Context: an optimization exercise on an open-source flow, tuned for small area. The choices shown serve that exercise and are no tape-out recipe. Function was checked by simulation only, so behaviour that the tests miss may differ from the original. Power and IR drop assume default switching activity.

`design/flow/design.v`:
```
`timescale 1ns/1ps
package yRowPkg;
   typedef logic [256-1:0] rowData;        
   typedef logic [48-1:0] yEntry;       
   typedef logic [11-1:0] rowAddr;
   typedef logic [4-1:0] slotOneHot;        
   typedef logic [$clog2(4)-1:0] slotIndex;
endpackage
`timescale 1ns/1ps
package yCtrlPkg;
   typedef enum logic [2:0]
   {
      IDLE,
      WAIT1,    
      WAIT2,    
      WRITE_D,  
      WRITE_N,  
      GAP       
   } seqState;
endpackage
`timescale 1ns/1ps
module updateDecode
(
   input logic clock,
   input logic dpDone,
   input logic idle,
   input logic advance,
   input yRowPkg::rowAddr diagAddr,
   input yRowPkg::rowAddr nonDiagAddr,
   input yRowPkg::slotOneHot diagSlot,
   input yRowPkg::slotOneHot nonDiagSlot,
   input yRowPkg::yEntry computedDiag,
   input yRowPkg::yEntry changeData,
   output yRowPkg::rowAddr updDiagRow,
   output yRowPkg::rowAddr updNonDiagRow,
   output yRowPkg::slotIndex updDiagIdx,
   output yRowPkg::slotIndex updNonDiagIdx,
   output logic updSlotsLegal,
   output logic updSameRow,
   output yRowPkg::yEntry updDiagValue,
   output yRowPkg::yEntry updChangeValue
);
   yRowPkg::rowAddr diagRowQ;
   yRowPkg::rowAddr nonDiagRowQ;
   yRowPkg::slotIndex diagIdxQ;
   yRowPkg::slotIndex nonDiagIdxQ;
   logic codesQ;
   logic codesOk;
   yRowPkg::yEntry diagValueQ;
   yRowPkg::yEntry changeValueQ;
   function automatic yRowPkg::slotIndex encodeSlot(input yRowPkg::slotOneHot code);
      yRowPkg::slotIndex idx;
      idx = '0;
      for (int k = 0; k < 4; k++)
         if (code[k])
            idx = k[$clog2(4)-1:0];
      encodeSlot = idx;
   endfunction
   function automatic logic isOneHot(input yRowPkg::slotOneHot code);
      isOneHot = (code[0] || code[1] || code[2] || code[3])
         && !(code[0] && code[1]) && !(code[2] && code[3])
         && !((code[0] || code[1]) && (code[2] || code[3]));
   endfunction
   always_ff @(posedge clock)
   begin
      if (idle && dpDone)
      begin
         diagRowQ <= diagAddr;
         nonDiagRowQ <= nonDiagAddr;
         diagIdxQ <= encodeSlot(diagSlot);
         nonDiagIdxQ <= encodeSlot(nonDiagSlot);
         codesQ <= isOneHot(diagSlot) && isOneHot(nonDiagSlot);
         diagValueQ <= computedDiag;
         changeValueQ <= changeData;
      end
   end
   assign updSameRow = (updDiagRow == updNonDiagRow);
   assign updSlotsLegal = codesOk && !(updSameRow && (updDiagIdx == updNonDiagIdx));
   always_ff @(posedge clock)
   begin
      if (advance)
      begin
         updDiagRow <= diagRowQ;
         updNonDiagRow <= nonDiagRowQ;
         updDiagIdx <= diagIdxQ;
         updNonDiagIdx <= nonDiagIdxQ;
         codesOk <= codesQ;
         updDiagValue <= diagValueQ;
         updChangeValue <= changeValueQ;
      end
   end
endmodule
`timescale 1ns/1ps
module writeBackSequencer
(
   input logic clock,
   input logic reset,
   input logic dpDone,
   input logic cpDone,
   input yRowPkg::rowAddr updDiagRow,
   input yRowPkg::rowAddr updNonDiagRow,
   input logic updSameRow,
   output logic idle,
   output logic advance,
   output logic nonDiagPhase,
   output yRowPkg::rowAddr readAddr1,
   output yRowPkg::rowAddr readAddr2,
   output yRowPkg::rowAddr writeAddr,
   output logic writeEnable,
   output logic writeDone
);
   yCtrlPkg::seqState state;
   yCtrlPkg::seqState nextState;
   logic secondSet;
   logic accept;
   logic setEnd;    
   assign nonDiagPhase = (state == yCtrlPkg::WRITE_N);
   assign writeEnable = (state == yCtrlPkg::WRITE_D) || nonDiagPhase;
   assign setEnd = nonDiagPhase || (state == yCtrlPkg::WRITE_D && updSameRow);
   assign writeDone = setEnd && secondSet;
   assign idle = (state == yCtrlPkg::IDLE) || writeDone;    
   assign accept = idle && dpDone && cpDone;
   assign advance = accept || (setEnd && !secondSet);
   always_comb
   begin
      case (state)
         yCtrlPkg::IDLE:
            nextState = accept ? yCtrlPkg::WAIT1 : yCtrlPkg::IDLE;
         yCtrlPkg::WAIT1:
            nextState = yCtrlPkg::WAIT2;
         yCtrlPkg::WAIT2:
            nextState = yCtrlPkg::WRITE_D;
         yCtrlPkg::WRITE_D:
            if (!updSameRow)
               nextState = yCtrlPkg::WRITE_N;
            else
               nextState = !secondSet ? yCtrlPkg::GAP
                  : accept ? yCtrlPkg::WAIT1 : yCtrlPkg::IDLE;
         yCtrlPkg::WRITE_N:
            nextState = !secondSet ? yCtrlPkg::GAP
               : accept ? yCtrlPkg::WAIT1 : yCtrlPkg::IDLE;
         default:
            nextState = yCtrlPkg::WRITE_D;
      endcase
   end
   always_ff @(posedge clock)
   begin
      if (!reset)
      begin
         state <= yCtrlPkg::IDLE;
         secondSet <= 1'b0;
      end
      else
      begin
         state <= nextState;
         if (setEnd)
            secondSet <= !secondSet;
      end
   end
   assign readAddr1 = (state == yCtrlPkg::WRITE_D && !updSameRow) ? updNonDiagRow : updDiagRow;
   assign readAddr2 = readAddr1;
   assign writeAddr = nonDiagPhase ? updNonDiagRow : updDiagRow;
endmodule
`timescale 1ns/1ps
module rowMerge
(
   input logic [4-1:0] takeDiag,
   input logic [4-1:0] takeChange,
   input logic [4-1:0] keepOld,
   input logic updSlotsLegal,
   input yRowPkg::yEntry updDiagValue,
   input yRowPkg::yEntry updChangeValue,
   input yRowPkg::rowData readData1,
   output yRowPkg::rowData writeData
);
   always_comb
   begin
      for (int s = 0; s < 4; s++)
      begin
         for (int b = 0; b < 48; b++)
            writeData[s * 64 + b] = (readData1[s * 64 + b] && keepOld[s])
               || (updDiagValue[b] && takeDiag[s]) || (updChangeValue[b] && takeChange[s]);
         for (int b = 48; b < 64; b++)
            writeData[s * 64 + b] = readData1[s * 64 + b] && updSlotsLegal;
      end
   end
endmodule
`timescale 1ns/1ps
module yWriteBack
(
   input logic clock,
   input logic reset,
   input logic dpDone,
   input logic cpDone,
   input yRowPkg::rowAddr diagAddr,
   input yRowPkg::rowAddr nonDiagAddr,
   input yRowPkg::slotOneHot diagSlot,
   input yRowPkg::slotOneHot nonDiagSlot,
   input yRowPkg::yEntry computedDiag,
   input yRowPkg::yEntry changeData,
   input yRowPkg::rowData readData1,
   input yRowPkg::rowData readData2,
   output yRowPkg::rowAddr readAddr1,
   output yRowPkg::rowAddr readAddr2,
   output yRowPkg::rowAddr writeAddr,
   output yRowPkg::rowData writeData,
   output logic writeEnable,
   output logic writeDone
);
   logic idle;
   logic advance;
   logic nonDiagPhase;
   yRowPkg::rowAddr updDiagRow;
   yRowPkg::rowAddr updNonDiagRow;
   yRowPkg::slotIndex updDiagIdx;
   yRowPkg::slotIndex updNonDiagIdx;
   logic updSlotsLegal;
   logic updSameRow;
   yRowPkg::yEntry updDiagValue;
   yRowPkg::yEntry updChangeValue;
   updateDecode decode0
   (
      .clock(clock),
      .dpDone(dpDone),
      .idle(idle),
      .advance(advance),
      .diagAddr(diagAddr),
      .nonDiagAddr(nonDiagAddr),
      .diagSlot(diagSlot),
      .nonDiagSlot(nonDiagSlot),
      .computedDiag(computedDiag),
      .changeData(changeData),
      .updDiagRow(updDiagRow),
      .updNonDiagRow(updNonDiagRow),
      .updDiagIdx(updDiagIdx),
      .updNonDiagIdx(updNonDiagIdx),
      .updSlotsLegal(updSlotsLegal),
      .updSameRow(updSameRow),
      .updDiagValue(updDiagValue),
      .updChangeValue(updChangeValue)
   );
   writeBackSequencer sequencer0
   (
      .clock(clock),
      .reset(reset),
      .dpDone(dpDone),
      .cpDone(cpDone),
      .updDiagRow(updDiagRow),
      .updNonDiagRow(updNonDiagRow),
      .updSameRow(updSameRow),
      .idle(idle),
      .advance(advance),
      .nonDiagPhase(nonDiagPhase),
      .readAddr1(readAddr1),
      .readAddr2(readAddr2),
      .writeAddr(writeAddr),
      .writeEnable(writeEnable),
      .writeDone(writeDone)
   );
   logic [4-1:0] takeDiag;
   logic [4-1:0] takeChange;
   logic [4-1:0] keepOld;
   always_comb
   begin
      for (int s = 0; s < 4; s++)
      begin
         takeDiag[s] = updSlotsLegal && !nonDiagPhase && (updDiagIdx == s);
         takeChange[s] = updSlotsLegal && (nonDiagPhase || updSameRow)
            && (updNonDiagIdx == s);
         keepOld[s] = updSlotsLegal && !takeDiag[s] && !takeChange[s];
      end
   end
   rowMerge merge0
   (
      .takeDiag(takeDiag),
      .takeChange(takeChange),
      .keepOld(keepOld),
      .updSlotsLegal(updSlotsLegal),
      .updDiagValue(updDiagValue),
      .updChangeValue(updChangeValue),
      .readData1(readData1),
      .writeData(writeData)
   );
endmodule
```
`design/flow/flow/run.sh`:
```
#!/bin/bash
# Standard ORFS layout, with the port buffers made of the smallest buffer cell
# and a clock tree of small buffers without dummy loads.
set -euo pipefail
export BUFFER_PORTS_ARGS="-buffer_cell sky130_fd_sc_hd__buf_1"
export CTS_ARGS="-sink_clustering_enable -repair_clock_nets -buf_list sky130_fd_sc_hd__clkbuf_8 -sink_clustering_size 20 -sink_clustering_max_diameter 60 -dont_use_dummy_load"
export PLACE_PINS_ARGS="-min_distance 1 -min_distance_in_tracks"
bash standard.sh "PLACE_PINS_ARGS=$PLACE_PINS_ARGS" "BUFFER_PORTS_ARGS=$BUFFER_PORTS_ARGS" "CTS_ARGS=$CTS_ARGS" finish > flow_make.log 2>&1
```
`design/flow/standard.sh`:
```
#!/bin/bash
# synth_recipe.tcl (not shown) runs the flow's synth.tcl, then flattens the netlist and writes it again
# the make line also repeats each setting of config.mk as NAME=value (left out here)
make -C /OpenROAD-flow-scripts/flow DESIGN_CONFIG=/design/flow/config.mk WORK_HOME=/design/flow/orfs CLKGATE_MAP_FILE= SYNTH_SCRIPT=/design/flow/synth_recipe.tcl "${@:-finish}"
```
`design/flow/config.mk`:
```
export PLATFORM = sky130hd
export DESIGN_NAME = yWriteBack
export DESIGN_NICKNAME = yWriteBack
export VERILOG_FILES = /design/flow/design.v
export SDC_FILE = /design/flow/constraint.sdc
export NUM_CORES = 4
export LEC_CHECK = 0
export CAP_MARGIN = 10
export CELL_PAD_IN_SITES_DETAIL_PLACEMENT = 1
export CELL_PAD_IN_SITES_GLOBAL_PLACEMENT = 1
export CORE_AREA = 5 5 225 225
export DIE_AREA = 0 0 230 230
export SLEW_MARGIN = 10
export SYNTH_HIERARCHICAL = 1
export SYNTH_MINIMUM_KEEP_SIZE = 0
```
`design/flow/constraint.sdc`:
```
create_clock -name core_clock -period 5.0 [get_ports {clock}]
set_input_delay 1.0000 -clock core_clock [delete_from_list [all_inputs] [get_ports {clock}]]
set_output_delay 1.0000 -clock core_clock [all_outputs]
set_load 0.01 [all_outputs]
```
==> results of run 1 <==
[worst paths after layout]
check,from,endpoint
setup / recovery,decode0.updDiagRow[10],writeData[173]
hold / removal,decode0.diagRowQ[5],decode0.updDiagRow[5]
setup reg to reg,decode0.updNonDiagRow[4],decode0.changeValueQ[10]
hold reg to reg,decode0.diagRowQ[5],decode0.updDiagRow[5]
[cells in the final DEF, fill, tap and decap left out, types with 2 or more instances in the layout]
cell and instances:
xnor2_1 13, or2_1 2, buf_1 676, buf_4 26, a21oi_1 2, buf_12 3, xor2_1 2, o21ai_1 2
nand2_1 35, a222oi_1 192, inv_1 198, o22ai_1 2, nand3b_1 2, dfxtp_1 4, and4bb_2 2, mux2_2 12
and2_1 65, nand4_1 2, nor3_2 6, diode_2 13, clkbuf_8 28, o21ai_0 4, a311oi_4 4, o21a_1 2
nand2b_1 2, edfxtp_1 246, a21o_1 2
[cell type report]
type / instances / area (µm²) / share of cell area (%)
flip-flops and latches: 250 / 7470 / 48.4
multi-input cells: 369 / 3220 / 20.9
repair buffers: 705 / 2790 / 18.1
well taps: 615 / 769 / 4.99
inverters: 199 / 752 / 4.88
clock buffers: 28 / 385 / 2.50
diodes: 13 / 32.5 / 0.211
[through the flow]
step	area (µm²)	util, %	setup slack, ns	total power, mW	hold WS [ns]
2_1_floorplan	11800	-	0.157	3.34	0.400
3_3_place_gp	15000	31.4	1.01	3.86	0.400
3_5_place_dp	15000	31.4	0.976	3.89	0.406
4_1_cts	15400	32.2	0.265	5.08	0.382
5_1_grt	15400	32.2	0.0574	5.26	0.377
6_report	15400	32.2	0.348	5.00	0.371
[state kept, by name, indices dropped and copies added, names as in the netlist]
name and cells:
decode0.updDiagValue 48, sequencer0.state 3, decode0.codesOk 1, decode0.updChangeValue 48, decode0.changeValueQ 48, decode0.codesQ 1, decode0.updNonDiagIdx 2, decode0.diagIdxQ 2
decode0.nonDiagIdxQ 2, decode0.diagValueQ 48, decode0.updDiagRow 11, decode0.diagRowQ 11, decode0.updNonDiagRow 11, decode0.updDiagIdx 2, sequencer0.secondSet 1, decode0.nonDiagRowQ 11
[per-module statistics from Yosys (local to each module, per instance)]
| module | area, µm² | copies in the design |
|---|---|---|
| yWriteBack | 123 | 1 |
| updateDecode | 7650 | 1 |
| writeBackSequencer | 626 | 1 |
| rowMerge | 3420 | 1 |
[cell families after synthesis]
family,after synthesis
buffers and inverters,280
DFF,250
AOI/OAI and AO/OA,215
and+or+nand+nor,127
xor gates and xnor gates,15
muxes,12
[worst max-delay path: stages (launching register included)]
cell and delay [ns]:
edfxtp_1 0.44, xnor2_1 0.16, nand4_1 0.15, nor3_2 0.06, buf_4 0.16, a31oi_4 0.22, and4bb_2 0.67, buf_4 0.52
a222oi_1 0.26, inv_1 0.09, buf_1 0.28
[power by group]
group,leakage (nW),internal [mW],switching (mW)
registers,2.35,2.59,0.135
logic,3.43,0.378,0.741
clock network,0.201,0.493,0.659
[per-layer routing]
layer / track usage [%] / wire (µm)
met4: 7.88 / 2550
met1: 25.4 / 22700
met5: 0 / 67
met3: 6.39 / 6260
met2: 32.2 / 25500
==> results by group, run 1 <==
Status
  – Status: no timing/DRC/antenna violations

Logic synthesis
  – Asr flop ratio synth: 0%
  – Simple-gate share of the synthesized area: 6.27%
  – Syn Nets: 1541
  – Synth Cell Area: 11800 µm²
  – Synth Area in XOR/XNOR: 1.11%
  – Synth warn: 10
  – Post-synthesis compound-gate area fraction: 17.6%
  – Largest family of logic cells by synthesized area: compound AO/OA/AOI/OAI gates
  – Largest cells by area after synthesis: edfxtp_1 63%, a222oi_1 16%, inv_1 6.3%
  – Cells after Synth: 899
  – Area share of fa/ha/maj cells after synthesis: 0%
  – Post-synth EDFFs: 246
  – Register area share after synthesis: 63.2%
  – Synth top area share: 62.5%
  – Post-synth cell types: 42
  – Post-synth top area cell: edfxtp_1
  – Synth top cells by count: 246 x edfxtp_1, 198 x inv_1, 192 x a222oi_1, 66 x and2_1, 35 x nand2_1
  – Avg Synthesized Cell Area: 13.1 µm²
  – Flops & latches, synth: 250
  – Most frequent cell after synthesis: edfxtp_1
  – Synth Flop Type: edfxtp_1
  – Post-synthesis mux area share: 1.14%

STA
  – Fin Setup TNS: 0 ns
  – Worst-Margin Slew: 0.880 ns
  – RSZ-0062 raised after global routing: no
  – Fin. max-slew vios: 0
  – Clock Skew: 0.0762 ns
  – # setup viols final: 0
  – Post-layout minimum cycle time: 4.65 ns
  – Worst slew margin: 41.4%
  – Tcrit/Tclk final: 93.0%
  – Hold Vio Cnt, Final: 0
  – Fmax: 215 MHz

Global routing
  – Antenna violations before repair: 15
  – Tot GR Track Use: 20.1%
  – Largest net degree at the start of global routing: 66
  – First-pass GRT wire length: 80800 µm
  – GRT Residual Overflow: 0
  – Vias in the first global route: 11600

Critical path
  – Crit Path Max Fanout: 32
  – CP Class: reg2out
  – Reg2reg path depth: 9
  – Critical Path Start Type: flop
  – Required @ worst endpoint: 4.00 ns
  – CP Data Arrival Time: 3.65 ns
  – Worst reg-to-reg setup slack: 1.72 ns
  – Crit end category: primary output

Clock tree
  – Cts bufs inserted: 28
  – Root buf cell: clkbuf_8
  – Clock transition at path regs: 0.10 ns
  – Post-cts hold buffer count: 0
  – CTS tree: done
  – CTS Sinks: 250
  – Post-CTS setup buffer count: 0
  – Htree depth: 1
  – Worst-Skew Late Latency: 0.61 ns
  – CTS resizes: 0
  – Clk buf depth: 3

Floorplan
  – I/O pins: 933
  – Die Span Y: 230 µm
  – Die area: 52900 µm²
  – Rows: 80
  – Die width: 230 µm
  – Initial Utilization: 24.7%
  – Core Region: 47800 µm²

Placement
  – HPWL after DPL: 43500 µm
  – Port Buf Inserts: 676
  – Placed Instances: 2138
  – Gpl congestion: 0.985

Layout
  – Fill cells: 5513
  – Syn-to-layout area delta: 30.5%
  – Fin nets: 2195
  – Share of cells above drive strength 1: 5.80%
  – Finished Layout Cells: 2179

Route
  – WL final: 57000 µm
  – Antenna-violating nets left: 0
  – Vias: 11400
  – Via density: 5.21
  – Routed wire per std cell: 26.2 µm
  – Drt pass-1 iters: 12
  – Drt initial violations: 1640
  – Drt drc: 0

Power
  – PwrDens: 324 nW/µm²
  – Peak VDD IR: 186 µV
  – Static leakage: 5.98 nW

Min path
  – Hold WC Path Type: reg2reg
  – Hold Path Cell Cnt: 0

Flow run
  – Max-Cap Viols: 0
==> run 2, diff against run 1 <==
--- a/design/flow/config.mk
+++ b/design/flow/config.mk
@@ -8,8 +8,9 @@
 export CAP_MARGIN = 10
 export CELL_PAD_IN_SITES_DETAIL_PLACEMENT = 1
 export CELL_PAD_IN_SITES_GLOBAL_PLACEMENT = 1
-export CORE_AREA = 5 5 225 225
-export DIE_AREA = 0 0 230 230
+export CORE_AREA = 12 12 228 228
+export DIE_AREA = 0 0 240 240
+export GPL_TIMING_DRIVEN = 0
 export SLEW_MARGIN = 10
 export SYNTH_HIERARCHICAL = 1
 export SYNTH_MINIMUM_KEEP_SIZE = 0
==> run 2 against run 1 <==
Still clean. Cell count increased by 2.2%. Clock skew decreased by 0.018 ns. Hold slack improved by 0.0082 ns. Core utilization increased by 2.3 points.
==> results by group, run 2 <==
Status
  – Status: no timing/DRC/antenna violations (unchanged)

Logic synthesis
  – Synth top area share: 62.5% (unchanged)
  – Synth top cells by count: 246 x edfxtp_1, 198 x inv_1, 192 x a222oi_1, 66 x and2_1, 35 x nand2_1 (unchanged)
  – Largest cells by area after synthesis: edfxtp_1 63%, a222oi_1 16%, inv_1 6.3% (unchanged)
  – Asr flop ratio synth: 0% (unchanged)
  – Post-synth top area cell: edfxtp_1 (unchanged)
  – Synth warn: 10 (unchanged)
  – Avg Synthesized Cell Area: 13.1 µm² (unchanged)
  – Most frequent cell after synthesis: edfxtp_1 (unchanged)
  – Synth Flop Type: edfxtp_1 (unchanged)
  – Synth Cell Area: 11800 µm² (unchanged)
  – Register area share after synthesis: 63.2% (unchanged)
  – Syn Nets: 1541 (unchanged)
  – Cells after Synth: 899 (unchanged)
  – Flops & latches, synth: 250 (unchanged)
  – Post-synth EDFFs: 246 (unchanged)
  – Post-synth cell types: 42 (unchanged)

Clock tree
  – Cts bufs inserted: 25 (was 28)
  – Htree depth: 1 (unchanged)
  – CTS tree: done (unchanged)
  – Worst-Skew Late Latency: 0.59 ns (was 0.61 ns)
  – CTS Sinks: 250 (unchanged)
  – Clock transition at path regs: 0.09 ns (was 0.10 ns)
  – Root buf cell: clkbuf_8 (unchanged)
  – Clk buf depth: 3 (unchanged)

Critical path
  – CP Launch Point: decode0.updDiagRow[0] (was decode0.updDiagRow[10])
  – Crit path to: writeData[209] (was writeData[173])
  – Crit end category: primary output (unchanged)
  – Crit Path Max Fanout: 10 (was 32)
  – Reg2reg path depth: 10 (was 9)
  – CP cell instances: xnor2_1 -> nand4_1 -> nor3_4 -> a31oi_2 -> and4b_1 -> a311oi_2 -> buf_4 -> buf_2 -> a222oi_1 -> inv_1 -> buf_1 (was xnor2_1 -> nand4_1 -> nor3_2 -> buf_4 -> a31oi_4 -> and4bb_2 -> buf_4 -> a222oi_1 -> inv_1 -> buf_1)
  – Required @ worst endpoint: 4.00 ns (about the same)
  – CP Class: reg2out (unchanged)
  – CP Data Arrival Time: 3.80 ns (was 3.65 ns)
  – Buffer and inverter count on the worst path: 4 (unchanged)
  – Slowest-stage cell, CP: a311oi_2 (was and4bb_2)
  – Critical Path Start Type: flop (unchanged)
  – Worst reg-to-reg setup slack: 1.60 ns (was 1.72 ns)
  – Reg2reg end: decode0.diagValueQ[35] (was decode0.changeValueQ[10])
  – Reg2reg start: decode0.updDiagRow[0] (was decode0.updNonDiagRow[4])
  – Levels on crit path: 11 (was 10)
  – Slowest stage delay, CP: 0.44 ns (was 0.67 ns)
  – CP top delay family: buffers and inverters (unchanged)

STA
  – Post-layout minimum cycle time: 4.80 ns (was 4.65 ns)
  – Clock Skew: 0.0584 ns (was 0.0762 ns)
  – Worst slew margin: 51.8% (was 41.4%)
  – Worst-Margin Slew: 0.722 ns (was 0.880 ns)
  – # setup viols final: 0 (unchanged)
  – Fmax: 208 MHz (was 215 MHz)
  – Fin. max-slew vios: 0 (unchanged)
  – Hold Vio Cnt, Final: 0 (unchanged)
  – Hold slack: 0.379 ns (was 0.371 ns)
  – Tcrit/Tclk final: 96.1% (was 93.0%)
  – RSZ-0062 raised after global routing: yes (was no)

Placement
  – HPWL after DPL: 49800 µm (was 43500 µm)
  – Placed Instances: 2184 (was 2138)
  – Port Buf Inserts: 676 (unchanged)
  – Gpl congestion: 0.964 (was 0.985)

Route
  – Vias: 11600 (was 11400)
  – Drt pass-1 iters: 13 (was 12)
  – Via density: 5.20 (was 5.21)
  – Drt initial violations: 1753 (was 1640)
  – WL final: 62400 µm (was 57000 µm)
  – Antenna-violating nets left: 0 (unchanged)
  – Drt drc: 0 (unchanged)
  – Routed wire per std cell: 28.0 µm (was 26.2 µm)

Floorplan
  – Rows: 78 (was 80)
  – Core Region: 45700 µm² (was 47800 µm²)
  – Initial Utilization: 25.9% (was 24.7%)
  – Die area: 57600 µm² (was 52900 µm²)
  – I/O pins: 933 (unchanged)
  – Die Span Y: 240 µm (was 230 µm)
  – Die width: 240 µm (was 230 µm)

Layout
  – Fin nets: 2254 (was 2195)
  – Multi-input gate area: 3150 µm² (was 3220 µm²)
  – Syn-to-layout area delta: 33.7% (was 30.5%)
  – Finished Layout Cells: 2226 (was 2179)
  – Register area: 7470 µm² (unchanged)
  – Fill cells: 5311 (was 5513)
  – Share of cells above drive strength 1: 7.20% (was 5.80%)
  – End-of-flow core utilization: 34.6% (was 32.2%)
  – Most frequent cells in the layout: 676 x buf_1, 246 x edfxtp_1, 198 x inv_1, 192 x a222oi_1, 65 x and2_1 (unchanged)
  – Commonest non-fill, non-tap cell in the layout: buf_1 (unchanged)

Global routing
  – Antenna violations before repair: 22 (was 15)
  – Vias in the first global route: 12100 (was 11600)
  – GRT Residual Overflow: 0 (unchanged)
  – Largest net degree at the start of global routing: 59 (was 66)
  – First-pass GRT wire length: 86700 µm (was 80800 µm)
  – Tot GR Track Use: 20.0% (was 20.1%)

Power
  – Peak VDD IR: 148 µV (was 186 µV)
  – Static leakage: 6.23 nW (was 5.98 nW)
  – PwrDens: 320 nW/µm² (was 324 nW/µm²)
  – Power, Total: 5.05 mW (was 5.00 mW)

Flow run
  – Max-Cap Viols: 0 (unchanged)

Min path
  – Hold Path Cell Cnt: 0 (unchanged)
  – Hold WC Path Type: reg2reg (unchanged)
==> run 2: cell counts after synthesis <==
No cell type changed its count.
==> run 2: per-stage QoR <==
stage	worst slack (ns)	instance area, µm²	TNS (ns)
after global placement	-2.04	15100	-336.81
after CTS	0.107	15700	0
final	0.197	15800	0
after floorplan	0.157	11800	0
after detailed placement	0.136	15400	0
after global routing	-0.0460	15800	-0.266
==> run 2: per-module statistics from Yosys (local to each module, per instance) <==
| module | area, µm² | times used | cells inside | flip-flops and latches |
|---|---|---|---|---|
| updateDecode | 7650 | 1 | 283 | 246 |
| rowMerge | 3420 | 1 | 514 | 0 |
| writeBackSequencer | 626 | 1 | 85 | 4 |
| yWriteBack | 123 | 1 | 17 | 0 |
==> run 2: worst min-delay path by stage <==
stage                              from                          to  slack [ns]
2_1_floorplan            decode0.codesQ             decode0.codesOk        0.40
3_3_place_gp     decode0.diagValueQ[26]    decode0.updDiagValue[26]        0.40
3_5_place_dp    decode0.changeValueQ[3]   decode0.updChangeValue[3]        0.41
4_1_cts        decode0.changeValueQ[37]  decode0.updChangeValue[37]        0.38
5_1_grt        decode0.changeValueQ[37]  decode0.updChangeValue[37]        0.37
6_report       decode0.changeValueQ[37]  decode0.updChangeValue[37]        0.38
==> run 2: cell families (layout without fill, tap and decap cells) <==
kind of cell	Yosys count	after routing	synth area share, %
AO/OA/AOI/OAI	215	215	17.6
XOR/XNOR	15	15	1.11
buffers and inverters	280	991	10.7
flip-flops	250	250	63.2
multiplexers	12	12	1.14
other	0	16	0
AND/OR/NAND/NOR	127	127	6.27
==> run 2: layer usage <==
| metal | vias up | global-route usage (%) | routed length, µm |
|---|---|---|---|
| met4 | 16 | 5.79 | 1710 |
| met5 | - | 1.99 | 100 |
| li1 | 4963 | - | - |
| met3 | 93 | 9.51 | 9820 |
| met1 | 5600 | 25.5 | 24500 |
| met2 | 904 | 29.3 | 26200 |
==> run 2: cell type report <==
type | count | area share, %
Antenna cell | 16 | 0.254
Buffer | 81 | 3.31
Clock buffer | 25 | 2.18
Inverter | 199 | 4.76
Multi-Input combinational cell | 369 | 19.9
Sequential cell | 250 | 47.3
Tap cell | 600 | 4.75
Timing Repair Buffer | 686 | 17.5
==> run 2: power breakdown <==
group	internal, mW	switching [mW]	leakage, nW	total [mW]
registers	2.59	0.140	2.35	2.73
logic	0.436	0.776	3.70	1.21
clock network	0.444	0.670	0.180	1.11
total	3.47	1.59	6.23	5.05
==> run 2: what timing repair did <==
action / in CTS / in global routing
buffers inserted: 1 / 0
setup endpoints to repair: 192 / 31
hold buffers: 0 / 0
resized for setup: 8 / 11
pin swaps: 1 / 0
gates cloned: 0 / 0
==> run 3, diff against run 2 <==
--- a/design/flow/config.mk
+++ b/design/flow/config.mk
@@ -10,7 +10,6 @@
 export CELL_PAD_IN_SITES_GLOBAL_PLACEMENT = 1
 export CORE_AREA = 12 12 228 228
 export DIE_AREA = 0 0 240 240
-export GPL_TIMING_DRIVEN = 0
 export SLEW_MARGIN = 10
 export SYNTH_HIERARCHICAL = 1
 export SYNTH_MINIMUM_KEEP_SIZE = 0
==> run 3 against run 2 <==
Sequential share of layout area is 1.2 points higher. Non-clock buffer count fell by 59. Routed wire length decreased by 2.1%. Clock-buffer cell count decreased by 1.
==> results by group, run 3 <==
Power
  – PwrDens: 322 nW/µm² (was 320 nW/µm²)
  – Static leakage: 5.99 nW (was 6.23 nW)
  – Power, Total: 4.96 mW (was 5.05 mW)
  – Peak VDD IR: 192 µV (was 148 µV)

Critical path
  – CP cell instances: xnor2_1 -> nand4_1 -> nor3_4 -> a31oi_4 -> buf_4 -> and4bb_2 -> a311oi_4 -> buf_4 -> a222oi_1 -> inv_1 -> buf_1 (was xnor2_1 -> nand4_1 -> nor3_4 -> a31oi_2 -> and4b_1 -> a311oi_2 -> buf_4 -> buf_2 -> a222oi_1 -> inv_1 -> buf_1)
  – Crit end category: primary output (unchanged)
  – CP top delay family: buffers and inverters (unchanged)
  – Worst reg-to-reg setup slack: 1.69 ns (was 1.60 ns)
  – CP Class: reg2out (unchanged)
  – Crit Path Max Fanout: 29 (was 10)
  – Reg2reg start: decode0.updDiagRow[10] (was decode0.updDiagRow[0])
  – CP Data Arrival Time: 3.76 ns (was 3.80 ns)
  – Slowest stage delay, CP: 0.45 ns (was 0.44 ns)
  – Slowest-stage cell, CP: edfxtp_1 (was a311oi_2)
  – Reg2reg end: decode0.updChangeValue[19] (was decode0.diagValueQ[35])
  – Buffer and inverter count on the worst path: 4 (unchanged)
  – Worst path most repeated cell: buf_4
  – CP Launch Point: decode0.updDiagRow[10] (was decode0.updDiagRow[0])
  – Critical Path Start Type: flop (unchanged)
  – Reg2reg path depth: 6 (was 10)
  – Required @ worst endpoint: 4.00 ns (about the same)

Layout
  – Share of cells above drive strength 1: 5.80% (was 7.20%)
  – Syn-to-layout area delta: 30.4% (was 33.7%)
  – Register area: 7470 µm² (unchanged)
  – Fill cells: 5357 (was 5311)
  – Finished Layout Cells: 2167 (was 2226)
  – Most frequent cells in the layout: 676 x buf_1, 246 x edfxtp_1, 198 x inv_1, 192 x a222oi_1, 65 x and2_1 (unchanged)
  – Commonest non-fill, non-tap cell in the layout: buf_1 (unchanged)
  – Multi-input gate area: 3240 µm² (was 3150 µm²)
  – Fin nets: 2195 (was 2254)

Clock tree
  – Post-cts hold buffer count: 0 (unchanged)
  – Clock transition at path regs: 0.10 ns (was 0.09 ns)
  – Cts bufs inserted: 24 (was 25)
  – Htree depth: 1 (unchanged)
  – Clk buf depth: 3 (unchanged)
  – CTS Sinks: 250 (unchanged)
  – CTS tree: done (unchanged)
  – Worst-Skew Late Latency: 0.56 ns (was 0.59 ns)
  – Root buf cell: clkbuf_8 (unchanged)

Route
  – Via density: 5.28 (was 5.20)
  – Drt drc: 0 (unchanged)
  – Drt initial violations: 1945 (was 1753)
  – Vias: 11400 (was 11600)
  – WL final: 61000 µm (was 62400 µm)
  – Antenna-violating nets left: 0 (unchanged)
  – Routed wire per std cell: 28.2 µm (was 28.0 µm)
  – Drt pass-1 iters: 14 (was 13)

Logic synthesis
  – Most frequent cell after synthesis: edfxtp_1 (unchanged)
  – Register area share after synthesis: 63.2% (unchanged)
  – Synth warn: 10 (unchanged)
  – Asr flop ratio synth: 0% (unchanged)
  – Post-synth EDFFs: 246 (unchanged)
  – Cells after Synth: 899 (unchanged)
  – Avg Synthesized Cell Area: 13.1 µm² (unchanged)
  – Syn Nets: 1541 (unchanged)
  – Post-synth top area cell: edfxtp_1 (unchanged)
  – Largest cells by area after synthesis: edfxtp_1 63%, a222oi_1 16%, inv_1 6.3% (unchanged)
  – Flops & latches, synth: 250 (unchanged)
  – Synth Flop Type: edfxtp_1 (unchanged)
  – Synth top area share: 62.5% (unchanged)
  – Synth top cells by count: 246 x edfxtp_1, 198 x inv_1, 192 x a222oi_1, 66 x and2_1, 35 x nand2_1 (unchanged)
  – Synth Cell Area: 11800 µm² (unchanged)
  – Post-synth cell types: 42 (unchanged)

Min path
  – Hold path startpoint: decode0.diagValueQ[36] (was decode0.changeValueQ[37])
  – Hold WC Path Type: reg2reg (unchanged)
  – Worst Hold End: decode0.updDiagValue[36] (was decode0.updChangeValue[37])
  – Hold Path Cell Cnt: 0 (unchanged)

Global routing
  – GRT Residual Overflow: 0 (unchanged)
  – Tot GR Track Use: 19.3% (was 20.0%)
  – First-pass GRT wire length: 83700 µm (was 86700 µm)
  – Vias in the first global route: 11800 (was 12100)
  – Antenna violations before repair: 19 (was 22)
  – Largest net degree at the start of global routing: 49 (was 59)

Floorplan
  – Die area: 57600 µm² (unchanged)
  – Initial Utilization: 25.9% (unchanged)
  – Core Region: 45700 µm² (unchanged)
  – Die Span Y: 240 µm (unchanged)
  – I/O pins: 933 (unchanged)
  – Die width: 240 µm (unchanged)
  – Rows: 78 (unchanged)

Placement
  – Gpl congestion: 0.957 (was 0.964)
  – Port Buf Inserts: 676 (unchanged)
  – Placed Instances: 2125 (was 2184)
  – HPWL after DPL: 46700 µm (was 49800 µm)

STA
  – Tcrit/Tclk final: 95.1% (was 96.1%)
  – Worst-Margin Slew: 1.04 ns (was 0.722 ns)
  – RSZ-0062 raised after global routing: no (was yes)
  – Fin Setup TNS: 0 ns (unchanged)
  – Clock Skew: 0.0493 ns (was 0.0584 ns)
  – Hold Vio Cnt, Final: 0 (unchanged)
  – Fin. max-slew vios: 0 (unchanged)
  – Post-layout minimum cycle time: 4.76 ns (was 4.80 ns)
  – Fmax: 210 MHz (was 208 MHz)
  – Worst slew margin: 30.1% (was 51.8%)
  – # setup viols final: 0 (unchanged)

Flow run
  – Max-Cap Viols: 0 (unchanged)

Status
  – Status: no timing/DRC/antenna violations (unchanged)
## run 3: power breakdown
| group | switching [mW] | internal (mW) |
|---|---|---|
| sequential | 0.142 | 2.59 |
| combinational | 0.766 | 0.385 |
| clock | 0.649 | 0.428 |
## run 3: metal layers
metal | up-vias | track usage, % | part of all wire [%]
li1 | 4840 | - | -
met1 | 5640 | 25.2 | 40
met2 | 855 | 27.2 | 41
met3 | 101 | 8.99 | 15
met4 | 10 | 7.44 | 3.4
met5 | - | 0 | 0.093
## run 3: per-stage QoR
| step | cell area, µm² | util [%] | worst slack [ns] | hold slack [ns] |
|---|---|---|---|---|
| final | 15400 | 33.7 | 0.244 | 0.400 |
| after global routing | 15400 | 33.7 | 0.0314 | 0.405 |
| after CTS | 15400 | 33.6 | 0.117 | 0.399 |
| after detailed placement | 15000 | 32.8 | 0.490 | 0.405 |
| after global placement | 15000 | 32.8 | 0.529 | 0.400 |
| after floorplan | 11800 | - | 0.157 | 0.400 |
## run 3: Yosys stat by module, one instance, submodules excluded
module              times used  cells  cell area (µm²)  flip-flops and latches
updateDecode                 1    283             7650                     246
yWriteBack                   1     17              123                       0
writeBackSequencer           1     85              626                       4
rowMerge                     1    514             3420                       0
## run 3: worst max path at each step
stage,end,cells after the start
6_report,writeData[130],11
5_1_grt,writeData[202],11
4_1_cts,writeData[202],11
3_5_place_dp,writeData[10],10
3_3_place_gp,writeData[10],10
2_1_floorplan,decode0.changeValueQ[0],7
## run 3: area by class of cell
class,count,share of cell area [%]
clock buffer,24,2.14
multi-input combinational,370,21.0
sequential,250,48.5
antenna,16,0.260
tap,600,4.87
inverter,199,4.88
timing repair buffer,708,18.3
## run 3: kinds of logic (layout without fill, tap and decap cells)
logic type / Yosys count / after routing / share of synthesized area [%]
buffers and inverters: 280 / 931 / 10.7
other: 0 / 16 / 0
multiplexers: 12 / 12 / 1.14
AO/OA/AOI/OAI: 215 / 216 / 17.6
flip-flops: 250 / 250 / 63.2
AND/OR/NAND/NOR: 127 / 127 / 6.27
XOR/XNOR: 15 / 15 / 1.11
## run 3: timing repair
item	in CTS	in global routing
pin swaps	1	0
setup buffers	1	0
endpoints found under the hold margin	0	0
resized for setup	1	2
cloned	1	0
endpoints found under the setup margin	30	17
==> run 4, diff against run 3 <==
--- a/design/flow/config.mk
+++ b/design/flow/config.mk
@@ -10,6 +10,7 @@
 export CELL_PAD_IN_SITES_GLOBAL_PLACEMENT = 1
 export CORE_AREA = 12 12 228 228
 export DIE_AREA = 0 0 240 240
+export PLACE_DENSITY = 0.75
 export SLEW_MARGIN = 10
 export SYNTH_HIERARCHICAL = 1
 export SYNTH_MINIMUM_KEEP_SIZE = 0
==> run 4 against run 3 <==
Largest cell class unchanged. Global-route usage about the same. Clock power increased by 6%. Hold slack got worse by 0.032 ns. Synthesized cell count unchanged. Still clean. Routed wire length decreased by 0.76%. Sequential cell count unchanged. Core utilization about the same.
==> results by group, run 4 <==
Status
  – Status: no timing/DRC/antenna violations (unchanged)

Critical path
  – CP Data Arrival Time: 3.67 ns (was 3.76 ns)
  – CP cell instances: xnor2_1 -> a31oi_4 -> buf_6 -> nor4b_2 -> a311oi_4 -> buf_12 -> a222oi_1 -> inv_1 -> buf_1 (was xnor2_1 -> nand4_1 -> nor3_4 -> a31oi_4 -> buf_4 -> and4bb_2 -> a311oi_4 -> buf_4 -> a222oi_1 -> inv_1 -> buf_1)
  – Reg2reg start: decode0.updNonDiagRow[1] (was decode0.updDiagRow[10])
  – Slowest-stage cell, CP: edfxtp_1 (unchanged)
  – Crit path to: writeData[16] (was writeData[130])
  – Critical Path Start Type: flop (unchanged)
  – Buffer and inverter count on the worst path: 4 (unchanged)
  – Crit Path Max Fanout: 65 (was 29)
  – Slowest stage delay, CP: 0.58 ns (was 0.45 ns)
  – Levels on crit path: 9 (was 11)
  – CP Class: reg2out (unchanged)
  – Reg2reg path depth: 7 (was 6)
  – Crit end category: primary output (unchanged)
  – CP Launch Point: decode0.updNonDiagIdx[0] (was decode0.updDiagRow[10])
  – Reg2reg end: decode0.updChangeValue[27] (was decode0.updChangeValue[19])
  – Worst reg-to-reg setup slack: 1.68 ns (was 1.69 ns)
  – CP top delay family: compound AO/OA/AOI/OAI gates (was buffers and inverters)
  – Required @ worst endpoint: 4.00 ns (about the same)

Global routing
  – GR Util met1: 23.4% (was 25.2%)
  – Antenna violations before repair: 15 (was 19)
  – GRT Residual Overflow: 0 (unchanged)
  – GRT busiest layer: met2 (unchanged)
  – M2 GR Usage: 30.2% (was 27.2%)
  – Met3 Track Usage GR: 7.49% (was 8.99%)
  – Tot GR Track Use: 19.3% (about the same)
  – Largest net degree at the start of global routing: 67 (was 49)
  – Vias in the first global route: 12100 (was 11800)
  – First-pass GRT wire length: 84400 µm (was 83700 µm)

Layout
  – Finished Layout Cells: 2166 (was 2167)
  – Fill cells: 5328 (was 5357)
  – Fin nets: 2193 (was 2195)
  – Share of cells above drive strength 1: 5.68% (was 5.80%)
  – Final Cell Area: 15400 µm² (about the same)
  – Commonest non-fill, non-tap cell in the layout: buf_1 (unchanged)
  – Most frequent cells in the layout: 676 x buf_1, 246 x edfxtp_1, 198 x inv_1, 192 x a222oi_1, 65 x and2_1 (unchanged)
  – Syn-to-layout area delta: 30.5% (was 30.4%)

STA
  – Worst-Margin Slew: 0.798 ns (was 1.04 ns)
  – Tcrit/Tclk final: 93.3% (was 95.1%)
  – Worst slew margin: 46.8% (was 30.1%)
  – Hold slack: 0.368 ns (was 0.400 ns)
  – # setup viols final: 0 (unchanged)
  – Fin Setup TNS: 0 ns (unchanged)
  – Clock Skew: 0.0572 ns (was 0.0493 ns)
  – RSZ-0062 raised after global routing: no (unchanged)
  – Post-layout minimum cycle time: 4.67 ns (was 4.76 ns)
  – Fmax: 214 MHz (was 210 MHz)
  – Hold Vio Cnt, Final: 0 (unchanged)
  – Fin. max-slew vios: 0 (unchanged)

Route
  – Routed wire per std cell: 28.0 µm (was 28.2 µm)
  – Drt initial violations: 1688 (was 1945)
  – WL final: 60600 µm (was 61000 µm)
  – Drt drc: 0 (unchanged)
  – Vias: 11500 (was 11400)
  – Antenna-violating nets left: 0 (unchanged)
  – Drt pass-1 iters: 11 (was 14)
  – Via density: 5.29 (was 5.28)

Clock tree
  – Clock transition at path regs: 0.10 ns (about the same)
  – Root buf cell: clkbuf_8 (unchanged)
  – Worst-Skew Late Latency: 0.59 ns (was 0.56 ns)
  – Clk buf depth: 3 (unchanged)
  – Cts bufs inserted: 27 (was 24)
  – Post-cts hold buffer count: 0 (unchanged)
  – CTS Sinks: 250 (unchanged)
  – CTS tree: done (unchanged)
  – Htree depth: 1 (unchanged)

Logic synthesis
  – Cells after Synth: 899 (unchanged)
  – Largest cells by area after synthesis: edfxtp_1 63%, a222oi_1 16%, inv_1 6.3% (unchanged)
  – Post-synth cell types: 42 (unchanged)
  – Avg Synthesized Cell Area: 13.1 µm² (unchanged)
  – Synth warn: 10 (unchanged)
  – Synth top area share: 62.5% (unchanged)
  – Syn Nets: 1541 (unchanged)
  – Post-synth EDFFs: 246 (unchanged)
  – Most frequent cell after synthesis: edfxtp_1 (unchanged)
  – Synth Flop Type: edfxtp_1 (unchanged)
  – Flops & latches, synth: 250 (unchanged)
  – Asr flop ratio synth: 0% (unchanged)
  – Register area share after synthesis: 63.2% (unchanged)
  – Post-synth top area cell: edfxtp_1 (unchanged)
  – Synth top cells by count: 246 x edfxtp_1, 198 x inv_1, 192 x a222oi_1, 66 x and2_1, 35 x nand2_1 (unchanged)
  – Synth Cell Area: 11800 µm² (unchanged)

Min path
  – Hold WC Path Type: reg2reg (unchanged)
  – Hold path startpoint: decode0.diagValueQ[2] (was decode0.diagValueQ[36])

Power
  – Peak VDD IR: 191 µV (was 192 µV)
  – Static leakage: 5.99 nW (about the same)
  – Comb pwr share: 22.7% (was 23.2%)
  – Clock power frac: 22.7% (was 21.7%)
  – Internal power: 3.45 mW (was 3.40 mW)
  – Psw: 1.56 mW (about the same)
  – Seq pwr share: 54.6% (was 55.1%)
  – Switch share: 31.1% (was 31.4%)
  – PwrDens: 324 nW/µm² (was 322 nW/µm²)

Floorplan
  – Die area: 57600 µm² (unchanged)
  – Rows: 78 (unchanged)
  – Die width: 240 µm (unchanged)
  – Initial Utilization: 25.9% (unchanged)
  – I/O pins: 933 (unchanged)
  – Core Region: 45700 µm² (unchanged)
  – Die Span Y: 240 µm (unchanged)

Placement
  – Port Buf Inserts: 676 (unchanged)
  – Gpl congestion: 0.940 (was 0.957)
  – HPWL after DPL: 46700 µm (about the same)
  – DP Area: 15000 µm² (about the same)
  – Placed Instances: 2118 (was 2125)

Flow run
  – Max-Cap Viols: 0 (unchanged)
## run 4: cell counts after synthesis
Identical to the previous run, type by type.
## run 4: worst min-delay path by stage
stage                                 endpoint  cells after the start
finish                 decode0.updDiagValue[2]                      0
global route           decode0.updDiagValue[2]                      0
CTS                    decode0.updDiagValue[2]                      0
detailed placement  decode0.updChangeValue[13]                      0
global placement      decode0.updDiagValue[38]                      0
floorplan                      decode0.codesOk                      0
## run 4: area by class of cell
type | instances | area [µm²] | share of cell area (%)
Sequential cell | 250 | 7470 | 48.4
Inverter | 199 | 752 | 4.88
Antenna cell | 17 | 42.5 | 0.276
Tap cell | 600 | 751 | 4.87
Multi-Input combinational cell | 369 | 3230 | 20.9
Timing Repair Buffer | 704 | 2810 | 18.2
Clock buffer | 27 | 372 | 2.41
## run 4: metrics by stage
stage          power [mW]  setup WS, ns  util (%)
2_1_floorplan        3.34         0.157         -
3_3_place_gp         3.85         0.708      32.7
3_5_place_dp         3.89         0.658      32.7
4_1_cts              5.06        0.0262      33.6
5_1_grt              5.25         0.132      33.7
6_report             5.00         0.335      33.8
## run 4: per-layer routing
| layer | up-vias | wire, µm | part of all wire (%) |
|---|---|---|---|
| met5 | - | 0 | 0 |
| met4 | 0 | 2210 | 3.6 |
| met3 | 126 | 8380 | 14 |
| met2 | 896 | 27100 | 45 |
| met1 | 5592 | 22800 | 38 |
| li1 | 4841 | - | - |
## run 4: power by group through the flow
stage	logic (mW)	clock network [mW]	registers (mW)
finish	1.14	1.14	2.73
global route	1.22	1.29	2.75
CTS	1.12	1.21	2.73
detailed placement	1.12	0	2.77
global placement	1.10	0	2.75
floorplan	0.607	0	2.74
## run 4: repair_timing
action,CTS,global route
endpoints found under the setup margin,1,159
gates resized for setup,0,4
pin swaps,1,2
setup buffers,0,4
## run 4: cell families (layout without fill, tap and decap cells)
logic type / after synthesis / in the layout / share of synthesized area, %
compound gates: 215 / 215 / 17.6
simple gates: 127 / 127 / 6.27
flops: 250 / 250 / 63.2
mux: 12 / 12 / 1.14
xor+xnor: 15 / 15 / 1.11
other cells: 0 / 17 / 0
buf+inv: 280 / 930 / 10.7
## run 4: modules after synthesis, one instance, submodules excluded
module,flip-flops and latches,copies in the design,area (µm²),cells
updateDecode,246,1,7650,283
rowMerge,0,1,3420,514
writeBackSequencer,4,1,626,85
yWriteBack,0,1,123,17
==> run 5, diff against run 4 <==
==> design/flow/config.mk (replaced) <==
export PLATFORM = sky130hd
export DESIGN_NAME = yWriteBack
export DESIGN_NICKNAME = yWriteBack
export VERILOG_FILES = /design/flow/design.v
export SDC_FILE = /design/flow/constraint.sdc
export NUM_CORES = 4
export LEC_CHECK = 0
export CAP_MARGIN = 0
export CELL_PAD_IN_SITES_DETAIL_PLACEMENT = 1
export CELL_PAD_IN_SITES_GLOBAL_PLACEMENT = 1
export CORE_AREA = 12 12 228 228
export DIE_AREA = 0 0 240 240
export SLEW_MARGIN = 0
export SYNTH_HIERARCHICAL = 1
export SYNTH_MINIMUM_KEEP_SIZE = 0
==> run 5 against run 4 <==
Still clean on timing, DRC and antenna. Clock-buffer cell count down 3. Core utilization about the same. Synthesized area unchanged. Clock power down 5%. Non-clock buffer count up 4. Cell area about the same. Fmax down 1.9%. Combinational power about the same. Via count about the same. Sequential cell count unchanged. Largest cell class unchanged.
==> results by group, run 5 <==
STA
  – Fmax: 210 MHz (was 214 MHz)
  – Hold Vio Cnt, Final: 0 (unchanged)
  – Clock Skew: 0.0493 ns (was 0.0572 ns)
  – Hold slack: 0.400 ns (was 0.368 ns)
  – Worst-Margin Slew: 1.04 ns (was 0.798 ns)
  – Final Worst Setup Slack: 0.244 ns (was 0.335 ns)
  – Fin. max-slew vios: 0 (unchanged)
  – Tcrit/Tclk final: 95.1% (was 93.3%)
  – Fin Setup TNS: 0 ns (unchanged)
  – Worst slew margin: 30.1% (was 46.8%)
  – # setup viols final: 0 (unchanged)
  – Post-layout minimum cycle time: 4.76 ns (was 4.67 ns)
  – RSZ-0062 raised after global routing: no (unchanged)

Logic synthesis
  – Syn Nets: 1541 (unchanged)
  – Post-synth cell types: 42 (unchanged)
  – Asr flop ratio synth: 0% (unchanged)
  – Register area share after synthesis: 63.2% (unchanged)
  – Synth top cells by count: 246 x edfxtp_1, 198 x inv_1, 192 x a222oi_1, 66 x and2_1, 35 x nand2_1 (unchanged)
  – Post-synth EDFFs: 246 (unchanged)
  – Synth top area share: 62.5% (unchanged)
  – Avg Synthesized Cell Area: 13.1 µm² (unchanged)
  – Post-synth top area cell: edfxtp_1 (unchanged)
  – Most frequent cell after synthesis: edfxtp_1 (unchanged)
  – Largest cells by area after synthesis: edfxtp_1 63%, a222oi_1 16%, inv_1 6.3% (unchanged)
  – Synth Cell Area: 11800 µm² (unchanged)
  – Synth warn: 10 (unchanged)
  – Flops & latches, synth: 250 (unchanged)
  – Cells after Synth: 899 (unchanged)
  – Synth Flop Type: edfxtp_1 (unchanged)

Power
  – Peak VDD IR: 192 µV (was 191 µV)
  – Static leakage: 5.99 nW (about the same)
  – PwrDens: 322 nW/µm² (was 324 nW/µm²)
  – Power, Total: 4.96 mW (was 5.00 mW)

Critical path
  – Crit Path Max Fanout: 29 (was 65)
  – Critical Path Start Type: flop (unchanged)
  – Crit end category: primary output (unchanged)
  – CP Class: reg2out (unchanged)
  – Required @ worst endpoint: 4.00 ns (about the same)
  – CP Data Arrival Time: 3.76 ns (was 3.67 ns)

Layout
  – Share of cells above drive strength 1: 5.80% (was 5.68%)
  – End-of-flow core utilization: 33.7% (was 33.8%)
  – Fill cells: 5357 (was 5328)
  – Multi-input gate area: 3240 µm² (was 3230 µm²)
  – Commonest non-fill, non-tap cell in the layout: buf_1 (unchanged)
  – Most frequent cells in the layout: 676 x buf_1, 246 x edfxtp_1, 198 x inv_1, 192 x a222oi_1, 65 x and2_1 (unchanged)
  – Syn-to-layout area delta: 30.4% (was 30.5%)
  – Fin nets: 2195 (was 2193)
  – Register area: 7470 µm² (unchanged)

Status
  – Status: no timing/DRC/antenna violations (unchanged)

Clock tree
  – CTS tree: done (unchanged)
  – Cts bufs inserted: 24 (was 27)
  – Worst-Skew Late Latency: 0.56 ns (was 0.59 ns)
  – Clk buf depth: 3 (unchanged)
  – CTS Sinks: 250 (unchanged)
  – Htree depth: 1 (unchanged)
  – Root buf cell: clkbuf_8 (unchanged)
  – Clock transition at path regs: 0.10 ns (about the same)

Global routing
  – Tot GR Track Use: 19.3% (about the same)
  – Antenna violations before repair: 19 (was 15)
  – Vias in the first global route: 11800 (was 12100)
  – Largest net degree at the start of global routing: 49 (was 67)
  – First-pass GRT wire length: 83700 µm (was 84400 µm)
  – GRT Residual Overflow: 0 (unchanged)

Floorplan
  – Core Region: 45700 µm² (unchanged)
  – Rows: 78 (unchanged)
  – Die width: 240 µm (unchanged)
  – Die area: 57600 µm² (unchanged)
  – I/O pins: 933 (unchanged)
  – Initial Utilization: 25.9% (unchanged)
  – Die Span Y: 240 µm (unchanged)

Route
  – Antenna-violating nets left: 0 (unchanged)
  – Routed wire per std cell: 28.2 µm (was 28.0 µm)
  – WL final: 61000 µm (was 60600 µm)
  – Via density: 5.28 (was 5.29)
  – Drt drc: 0 (unchanged)
  – Drt pass-1 iters: 14 (was 11)
  – Drt initial violations: 1945 (was 1688)
  – Vias: 11400 (was 11500)

Placement
  – Dpl ws: 0.490 ns (was 0.658 ns)
  – Port Buf Inserts: 676 (unchanged)
  – Gpl congestion: 0.957 (was 0.940)
  – HPWL after DPL: 46700 µm (about the same)

Min path
  – Hold WC Path Type: reg2reg (unchanged)

Flow run
  – Max-Cap Viols: 0 (unchanged)
-- run 5: final timing paths --
kind / from / end / slack, ns / cells past startpoint
setup / recovery: decode0.updDiagRow[10] / writeData[130] / 0.24 / 11
hold / removal: decode0.diagValueQ[36] / decode0.updDiagValue[36] / 0.40 / 0
setup reg to reg: decode0.updDiagRow[10] / decode0.updChangeValue[19] / 1.69 / 6
hold reg to reg: decode0.diagValueQ[36] / decode0.updDiagValue[36] / 0.40 / 0
-- run 5: metal layers --
metal	GRT usage [%]	routed length (µm)	vias to the layer above
met5	0	57	-
met4	7.44	2090	10
met3	8.99	9340	101
met2	27.2	25200	855
met1	25.2	24400	5640
li1	-	-	4840
-- run 5: critical path, cell delays in order, from the launching register on --
cell,delay [ns]
edfxtp_1,0.45
xnor2_1,0.24
nand4_1,0.18
nor3_4,0.39
a31oi_4,0.15
buf_4,0.25
and4bb_2,0.29
a311oi_4,0.29
buf_4,0.43
a222oi_1,0.13
inv_1,0.09
buf_1,0.24
-- run 5: layout make-up --
cell class / instances / share of cell area (%)
sequential: 250 / 48.5
inverter: 199 / 4.88
clock buffer: 24 / 2.14
timing repair buffer: 708 / 18.3
tap: 600 / 4.87
multi-input combinational: 370 / 21.0
antenna: 16 / 0.260
-- run 5: report_power, final --
| group | total, mW | internal, mW | switching [mW] |
|---|---|---|---|
| sequential | 2.73 | 2.59 | 0.142 |
| combinational | 1.15 | 0.385 | 0.766 |
| clock | 1.08 | 0.428 | 0.649 |
| total | 4.96 | 3.40 | 1.56 |
-- run 5: through the flow --
| stage | instances | instance area, µm² |
|---|---|---|
| floorplan | 899 | 11800 |
| CTS | 2151 | 15400 |
| finish | 2167 | 15400 |
| global placement | 2125 | 15000 |
| detailed placement | 2125 | 15000 |
| global route | 2163 | 15400 |
-- run 5: repair_timing --
item	in CTS	in global routing
pin swaps	1	0
cloned	1	0
endpoints found under the setup margin	30	17
hold endpoints to repair	0	0
hold buffers	0	0
resized for setup	1	2
buffers inserted	1	0
-- run 5: logic make-up (layout without fill, tap and decap cells) --
logic type	count (synthesis)	count (layout)	synth area share, %
buffers and inverters	280	931	10.7
DFF	250	250	63.2
AOI/OAI and AO/OA	215	216	17.6
and+or+nand+nor	127	127	6.27
xor gates and xnor gates	15	15	1.11
muxes	12	12	1.14
other	0	16	0
-- run 5: modules after synthesis (local to each module, per instance) --
module,flops+latches,cell area [µm²]
yWriteBack,0,123
rowMerge,0,3420
updateDecode,246,7650
writeBackSequencer,4,626
==> run 6, diff against run 5 <==
==> design/flow/flow/run.sh (replaced) <==
#!/bin/bash
# Standard ORFS layout, with the port buffers made of the smallest buffer cell
# and a clock tree of small buffers without dummy loads.
set -euo pipefail
export BUFFER_PORTS_ARGS="-buffer_cell sky130_fd_sc_hd__buf_1"
export CTS_ARGS="-sink_clustering_enable -repair_clock_nets -buf_list sky130_fd_sc_hd__clkbuf_8 -sink_clustering_size 24 -sink_clustering_max_diameter 70 -dont_use_dummy_load"
export PLACE_PINS_ARGS="-min_distance 1 -min_distance_in_tracks"
bash standard.sh "PLACE_PINS_ARGS=$PLACE_PINS_ARGS" "BUFFER_PORTS_ARGS=$BUFFER_PORTS_ARGS" "CTS_ARGS=$CTS_ARGS" finish > flow_make.log 2>&1
--- a/design/flow/config.mk
+++ b/design/flow/config.mk
@@ -5,11 +5,11 @@
 export SDC_FILE = /design/flow/constraint.sdc
 export NUM_CORES = 4
 export LEC_CHECK = 0
-export CAP_MARGIN = 0
+export CAP_MARGIN = 10
 export CELL_PAD_IN_SITES_DETAIL_PLACEMENT = 1
 export CELL_PAD_IN_SITES_GLOBAL_PLACEMENT = 1
 export CORE_AREA = 12 12 228 228
 export DIE_AREA = 0 0 240 240
-export SLEW_MARGIN = 0
+export SLEW_MARGIN = 10
 export SYNTH_HIERARCHICAL = 1
 export SYNTH_MINIMUM_KEEP_SIZE = 0
==> run 6 against run 5 <==
Sequential power is essentially flat. Worst setup slack lost 0.0039 ns. Critical path type unchanged. Sequential cell count is the same. Core utilization shrank 0.090 points. Highest routed layer unchanged. Via count shrank 0.48%. Global-route usage is essentially flat. Still clean on timing, DRC and antenna. Sequential share of layout area grew 0.13 points. Clock-buffer cell count shrank 3.
==> results by group, run 6 <==
Route
  – Drt initial violations: 1767 (was 1945)
  – Drt drc: 0 (unchanged)
  – Routed wire per std cell: 28.1 µm (was 28.2 µm)
  – WL final: 60700 µm (was 61000 µm)
  – Vias: 11400 (about the same)
  – Via density: 5.26 (was 5.28)
  – Antenna-violating nets left: 0 (unchanged)
  – Drt pass-1 iters: 13 (was 14)

STA
  – Clock Skew: 0.0566 ns (was 0.0493 ns)
  – Worst-Margin Slew: 1.04 ns (about the same)
  – Fin. max-slew vios: 0 (unchanged)
  – # setup viols final: 0 (unchanged)
  – Post-layout minimum cycle time: 4.76 ns (about the same)
  – Hold Vio Cnt, Final: 0 (unchanged)
  – Worst slew margin: 30.6% (was 30.1%)
  – Final Worst Setup Slack: 0.240 ns (was 0.244 ns)
  – Tcrit/Tclk final: 95.2% (was 95.1%)
  – Fin Setup TNS: 0 ns (unchanged)
  – RSZ-0062 raised after global routing: no (unchanged)
  – Hold slack: 0.370 ns (was 0.400 ns)
  – Fmax: 210 MHz (about the same)

Logic synthesis
  – Synth Cell Area: 11800 µm² (unchanged)
  – Synth top area share: 62.5% (unchanged)
  – Avg Synthesized Cell Area: 13.1 µm² (unchanged)
  – Register area share after synthesis: 63.2% (unchanged)
  – Largest cells by area after synthesis: edfxtp_1 63%, a222oi_1 16%, inv_1 6.3% (unchanged)
  – Synth top cells by count: 246 x edfxtp_1, 198 x inv_1, 192 x a222oi_1, 66 x and2_1, 35 x nand2_1 (unchanged)
  – Syn Nets: 1541 (unchanged)
  – Flops & latches, synth: 250 (unchanged)
  – Synth warn: 10 (unchanged)
  – Cells after Synth: 899 (unchanged)
  – Post-synth top area cell: edfxtp_1 (unchanged)
  – Post-synth EDFFs: 246 (unchanged)
  – Most frequent cell after synthesis: edfxtp_1 (unchanged)
  – Synth Flop Type: edfxtp_1 (unchanged)
  – Post-synth cell types: 42 (unchanged)
  – Asr flop ratio synth: 0% (unchanged)

Floorplan
  – Die width: 240 µm (unchanged)
  – I/O pins: 933 (unchanged)
  – Rows: 78 (unchanged)
  – Core Region: 45700 µm² (unchanged)
  – Initial Utilization: 25.9% (unchanged)
  – Die area: 57600 µm² (unchanged)
  – Die Span Y: 240 µm (unchanged)

Global routing
  – Tot GR Track Use: 19.3% (about the same)
  – M2 GR Usage: 27.2% (about the same)
  – GR Util met1: 25.3% (was 25.2%)
  – Vias in the first global route: 11800 (about the same)
  – GRT busiest layer: met2 (unchanged)
  – GRT Residual Overflow: 0 (unchanged)
  – Met3 Track Usage GR: 8.92% (was 8.99%)
  – Antenna violations before repair: 20 (was 19)
  – First-pass GRT wire length: 83800 µm (was 83700 µm)
  – Largest net degree at the start of global routing: 49 (unchanged)

Layout
  – Syn-to-layout area delta: 30.0% (was 30.4%)
  – Commonest non-fill, non-tap cell in the layout: buf_1 (unchanged)
  – Fill cells: 5359 (was 5357)
  – Share of cells above drive strength 1: 5.62% (was 5.80%)
  – Fin nets: 2192 (was 2195)
  – Final Cell Area: 15400 µm² (about the same)
  – Most frequent cells in the layout: 676 x buf_1, 246 x edfxtp_1, 198 x inv_1, 192 x a222oi_1, 65 x and2_1 (unchanged)

Power
  – PwrDens: 319 nW/µm² (was 322 nW/µm²)
  – Peak VDD IR: 192 µV (about the same)
  – Static leakage: 5.97 nW (was 5.99 nW)

Placement
  – Gpl congestion: 0.957 (unchanged)
  – Port Buf Inserts: 676 (unchanged)
  – Dpl ws: 0.490 ns (unchanged)
  – HPWL after DPL: 46700 µm (unchanged)
  – DP Area: 15000 µm² (unchanged)

Clock tree
  – CTS Sinks: 250 (unchanged)
  – Worst-Skew Late Latency: 0.58 ns (was 0.56 ns)
  – Root buf cell: clkbuf_8 (unchanged)
  – Cts bufs inserted: 21 (was 24)
  – Clk buf depth: 3 (unchanged)
  – Htree depth: 1 (unchanged)
  – CTS tree: done (unchanged)
  – Clock transition at path regs: 0.12 ns (was 0.10 ns)

Critical path
  – CP top delay family: buffers and inverters (unchanged)
  – Critical Path Start Type: flop (unchanged)
  – Crit end category: primary output (unchanged)
  – Required @ worst endpoint: 4.00 ns (about the same)
  – Buffer and inverter count on the worst path: 4 (unchanged)
  – CP Data Arrival Time: 3.76 ns (about the same)
  – CP Class: reg2out (unchanged)
  – Crit Path Max Fanout: 29 (unchanged)
  – CP cell instances: xnor2_1 -> nand4_1 -> nor3_4 -> a31oi_4 -> buf_4 -> and4bb_2 -> a311oi_4 -> buf_4 -> a222oi_1 -> inv_1 -> buf_1 (unchanged)
  – Worst path most repeated cell: buf_4 (unchanged)
  – Slowest-stage cell, CP: edfxtp_1 (unchanged)
  – Slowest stage delay, CP: 0.45 ns (about the same)

Flow run
  – Max-Cap Viols: 0 (unchanged)

Status
  – Status: no timing/DRC/antenna violations (unchanged)

Min path
  – Hold WC Path Type: reg2reg (unchanged)
run 6: cell families (layout without fill, tap and decap cells):
kind of cell | Yosys count | count (layout) | synth area share (%)
AO/OA/AOI/OAI | 215 | 216 | 17.6
XOR/XNOR | 15 | 15 | 1.11
buffers and inverters | 280 | 928 | 10.7
flip-flops | 250 | 250 | 63.2
multiplexers | 12 | 12 | 1.14
other | 0 | 16 | 0
AND/OR/NAND/NOR | 127 | 127 | 6.27
run 6: path summary, 6_finish.rpt:
kind	depth (start not counted)	from	slack [ns]	endpoint
min	0	decode0.changeValueQ[11]	0.37	decode0.updChangeValue[11]
max reg2reg	8	decode0.updDiagRow[10]	1.69	decode0.diagValueQ[43]
min reg2reg	0	decode0.changeValueQ[11]	0.37	decode0.updChangeValue[11]
max	11	decode0.updDiagRow[10]	0.24	writeData[130]
run 6: final cells by class:
class	count	area [µm²]	share of cell area, %
inverter	199	752	4.89
sequential	250	7470	48.6
clock buffer	21	289	1.88
antenna	16	40.0	0.261
tap	600	751	4.89
timing repair buffer	708	2820	18.4
multi-input combinational	370	3240	21.1
run 6: layer usage:
layer / up-vias / part of all wire [%]
met5: - / 0.15
met2: 852 / 41
met4: 14 / 3.4
met1: 5582 / 41
li1: 4838 / -
met3: 105 / 15
run 6: power by group:
part           internal [mW]  switching, mW
Sequential              2.59          0.142
Clock                  0.377          0.646
Combinational          0.385          0.764
Total                   3.35           1.55
run 6: per-stage QoR:
stage                     power, mW  instances  utilization (%)
after global placement         3.87       2125             32.8
final                          4.90       2164             33.6
after floorplan                3.34        899                -
after global routing           5.14       2160             33.6
after detailed placement       3.90       2125             32.8
after CTS                      4.95       2148             33.5
run 6: worst reg2reg max path: cells and delay by family, from the launching register on:
kind            cells  cell delay [ns]
xor+xnor            1             0.24
flops               1             0.45
buf+inv             1             0.48
simple gates        4             1.57
compound gates      2             0.21
run 6: per-module statistics from Yosys (local to each module, per instance):
| module | times used | cells |
|---|---|---|
| updateDecode | 1 | 283 |
| rowMerge | 1 | 514 |
| writeBackSequencer | 1 | 85 |
| yWriteBack | 1 | 17 |
run 6: repair_timing:
| item | in CTS | in global routing |
|---|---|---|
| gates resized for setup | 1 | 2 |
| buffers inserted | 1 | 0 |
| pin swaps | 1 | 0 |
| setup endpoints to repair | 31 | 15 |
| hold buffers | 0 | 0 |
| endpoints found under the hold margin | 0 | 0 |
| cloned | 1 | 0 |

[port drivers added, routing unchanged]
How much do the figures lean on ideal ports? The routed layouts below were timed once more, with nothing changed but the port constraints. Step 1: set_driving_cell puts a clkbuf_16 on clock and a buf_2 on each other input, an assumption about the parent block. Step 2 also shifts input and output timing later by t, the mid clock arrival at the registers, as if the neighbouring blocks saw the same clock. a / b / c = no drivers / after step 1 / after step 2; a / b = the first two.
run | shift t [ns] | slack for setup (ns) | worst hold slack (ns) | worst setup path after step 2 | latest minus earliest clock arrival (ns)
run 1 | 0.618 | 0.348 / 0.302 / 0.920 | 0.371 / 0.371 / 0.371 | register to output | 0.076 / 0.076
run 2 | 0.605 | 0.197 / 0.148 / 0.754 | 0.379 / 0.379 / 0.379 | register to output | 0.059 / 0.059
run 3 | 0.589 | 0.244 / 0.199 / 0.788 | 0.400 / 0.400 / 0.400 | register to output | 0.055 / 0.055
run 4 | 0.611 | 0.335 / 0.285 / 0.895 | 0.368 / 0.368 / 0.368 | register to output | 0.061 / 0.061
run 5 | 0.589 | 0.244 / 0.199 / 0.788 | 0.400 / 0.400 / 0.400 | register to output | 0.055 / 0.055
run 6 | 0.595 | 0.240 / 0.196 / 0.791 | 0.370 / 0.370 / 0.370 | register to output | 0.065 / 0.065
After both steps setup and hold are still met in every run listed.
